From an optimization exercise on the open Yosys and OpenROAD flow, aimed at small area and a short achievable clock period; shortcuts taken in it are not production practice. Only simulation tests tie the RTL to the original design; equivalence was not proved.

Setup of build 95:
==> flow/design.v (excerpt) <==
module timing_recovery_top (
  input  logic               clk,
  input  logic               reset_n,
  input  logic [31:0]        sample_i,     
  output logic [31:0]        sym_o,        
  output logic               sym_valid_o,
  output logic [18:0]        err_o,        
  output logic signed [11:0] ctrl_o
);
Size: about 430 flip-flops.
clock: 12.0 ns
lec_check: 0
cap_margin: 20
core_margin: 2
core_utilization: 40
slew_margin: 20
standard.sh (not shown) runs the stock make flow with config.mk's settings and CLKGATE_MAP_FILE= SYNTH_SCRIPT=/design/flow/synth_recipe.tcl, a recipe that flattens the netlist after the stock synthesis.
==> flow/flow/run.sh <==
#!/bin/bash
# The standard layout (the standard.sh, unchanged synthesis and steps) with
# two make settings: the timing repair steps aim for 6 ns of setup slack
# (SETUP_SLACK_MARGIN=6), and every input and output port still gets its own
# buffer, but a buf_1 rather than the default delay buffer (BUFFER_PORTS_ARGS);
# the repair steps resize the ones on critical paths. The make output goes to
# standard_flow.log; each ORFS step also keeps its own log under orfs/logs.
set -euo pipefail
bash standard.sh SETUP_SLACK_MARGIN=6 "BUFFER_PORTS_ARGS=-buffer_cell sky130_fd_sc_hd__buf_1" finish > standard_flow.log 2>&1
Build 95 | status: complete | timing, DRC, antenna: pass
[inputs] build 41 vs build 95
- an added CTS_CLUSTER_DIAMETER of 100
- an added CTS_CLUSTER_SIZE of 25
==> flow/flow/run.sh <==
#!/bin/bash
# The standard layout (the standard.sh, unchanged synthesis and steps) with
# two make settings: the timing repair steps aim for 6.8 ns of setup slack
# (SETUP_SLACK_MARGIN=6.8), and every input and output port still gets its own
# buffer, but a buf_1 rather than the default delay buffer (BUFFER_PORTS_ARGS);
# the repair steps resize the ones on critical paths. The make output goes to
# standard_flow.log; each ORFS step also keeps its own log under orfs/logs.
set -euo pipefail
bash standard.sh SETUP_SLACK_MARGIN=6.8 "BUFFER_PORTS_ARGS=-buffer_cell sky130_fd_sc_hd__buf_1" finish > standard_flow.log 2>&1
--- outcome ---
- The final layout from build 41, which completed every stage, passed the timing, DRC and antenna checks at the end of the flow.
- Between build 95 and build 41, the flow reports via count increasing by a few percent.
- In build 41 relative to build 95, final cell count had gone up by a few percent.
- Post-detailed-routing wire length, build 95 and build 41, higher one = build 41.
- Compare build 95 and build 41 | met3 layer usage reported by global route lower: build 41
- Where minimum hold slack is concerned, build 95 is better than build 41.
- Sequential cell area in the final layout: build 95 vs build 41, no meaningful difference
- Taking build 95 as the reference, in build 41 fmax rose by 3.4%, routing usage on met1 fell by 1.1 points, global-route usage over all layers fell by 0.54 points.
- Build 95 → build 41: final critical-path setup slack picked up an extra 200 ps.
Setup changes, build 41 to build 21
- setting PLACE_DENSITY to 0.75 for the first time
==> flow/flow/run.sh <==
#!/bin/bash
# The standard layout (the standard.sh, unchanged synthesis and steps) with
# two make settings: the timing repair steps aim for 6.4 ns of setup slack
# (SETUP_SLACK_MARGIN=6.4), and every input and output port still gets its own
# buffer, but a buf_1 rather than the default delay buffer (BUFFER_PORTS_ARGS);
# the repair steps resize the ones on critical paths. The make output goes to
# standard_flow.log; each ORFS step also keeps its own log under orfs/logs.
set -euo pipefail
bash standard.sh SETUP_SLACK_MARGIN=6.4 "BUFFER_PORTS_ARGS=-buffer_cell sky130_fd_sc_hd__buf_1" finish > standard_flow.log 2>&1
## What came out
- Slew at the pin with the worst max-slew slack: build 21 vs build 41 down 55 ps
- Build 41 finished end to end and its layout was clean on timing, DRC and antenna.
- No stage failed in build 21, and the final checks on the layout all came back clean.
- Compare build 41 and build 21 | via count higher: build 41
- [build 21 vs build 41] post-route cell area: lower in build 21
- The number of cells in the design after placement on build 21 is in line with that on build 41.
- Build 21 ended with less combined global-route utilization of all metal layers than build 41.
- Initial DRC count (build 21 over build 41): decrease, 6.9%
Input changes introduced in build 38 (baseline for comparison: build 21):
- TNS_END_PERCENT newly set to 5
- PLACE_DENSITY removed (was 0.75)
==> flow/flow/run.sh <==
#!/bin/bash
# The standard layout (the standard.sh, unchanged synthesis and steps) with
# two make settings: the timing repair steps aim for 6 ns of setup slack
# (SETUP_SLACK_MARGIN=6), and every input and output port still gets its own
# buffer, but a buf_1 rather than the default delay buffer (BUFFER_PORTS_ARGS);
# the repair steps resize the ones on critical paths. The make output goes to
# standard_flow.log; each ORFS step also keeps its own log under orfs/logs.
set -euo pipefail
bash standard.sh SETUP_SLACK_MARGIN=6 "BUFFER_PORTS_ARGS=-buffer_cell sky130_fd_sc_hd__buf_1" finish > standard_flow.log 2>&1
Notes after the runs:
Build 21 and build 38 all finish clean.
[build 38] number of antenna violations at the first check in global routing rose 1 relative to build 21
On total detailed-routing wirelength: build 38 sits below build 21.
On multi-input gate share of the layout cell area, build 21 and build 38 are neck and neck.
When build 38 is measured against build 21, its share of the clock period used by the worst path after layout turns out 2.1 points higher.
As far as final-layout setup total negative slack goes, build 38 and build 21 are indistinguishable; the numbers are identical.
Clock tree buffer count of the final layout up 17% in build 38 wrt build 21
--- input diff build 38..build 59 ---
- TNS_END_PERCENT removed (was 5)
==> flow/flow/run.sh <==
#!/bin/bash
# The standard layout (the standard.sh, unchanged synthesis and steps) with
# two make settings: the timing repair steps aim for 6.2 ns of setup slack
# (SETUP_SLACK_MARGIN=6.2), and every input and output port still gets its own
# buffer, but a buf_1 rather than the default delay buffer (BUFFER_PORTS_ARGS);
# the repair steps resize the ones on critical paths. The make output goes to
# standard_flow.log; each ORFS step also keeps its own log under orfs/logs.
set -euo pipefail
bash standard.sh SETUP_SLACK_MARGIN=6.2 "BUFFER_PORTS_ARGS=-buffer_cell sky130_fd_sc_hd__buf_1" finish > standard_flow.log 2>&1
[summary]
Compared build 59 against build 38; wire length within noise.
Looking at area growth from synthesis to final layout, build 59 sits 2.3 points higher than build 38 does.
NOTE: final net count in build 59 exceeds that of build 38
Comparing build 38 with build 59, the clock tree cell share of total cell area came out essentially unchanged.
On detailed-router iteration count before antenna repair, the lower figure sits with build 59, not build 38.
For delay contributed by the slowest stage of the critical path, build 38 and build 59 come out practically identical.

-- afterwards: timing with drivers on the ports --
In the flow no input, the clock included, has a driving cell. The finished layouts below were timed again as built, in two steps.
Step 1, drivers: a clkbuf_16 drives clk and a buf_2 each remaining input, both assumed.
Step 2 adds t to the input delays and takes it off the output delays; t is the mean of the earliest and latest rising clock arrival at the registers after step 1. Input paths then give back, and output paths get back, about the clock's delay inside the block.
a / b / c = ideal ports / drivers / drivers and shift; a / b = the first two.
run | t, ns | slack for setup (ns) | worst setup path at the end | slew at the worst register clock pin (ns) | cell pins on the clock port's net
build 95 | 0.633 | 6.106 / 6.128 / 5.509 | input to register | 0.07 / 0.07 | 1
build 41 | 0.621 | 6.302 / 6.330 / 5.708 | input to register | 0.10 / 0.10 | 1
build 21 | 0.600 | 6.272 / 6.296 / 5.696 | input to register | 0.10 / 0.10 | 1
build 38 | 0.626 | 6.018 / 6.054 / 5.428 | input to register | 0.10 / 0.10 | 1
build 59 | 0.621 | 6.267 / 6.301 / 5.681 | input to register | 0.10 / 0.10 | 1
After both steps setup and hold are still met in every run listed. For build 95, which loses most, drivers alone change the setup slack by +0.022 ns; drivers and shift together by -0.597 ns.
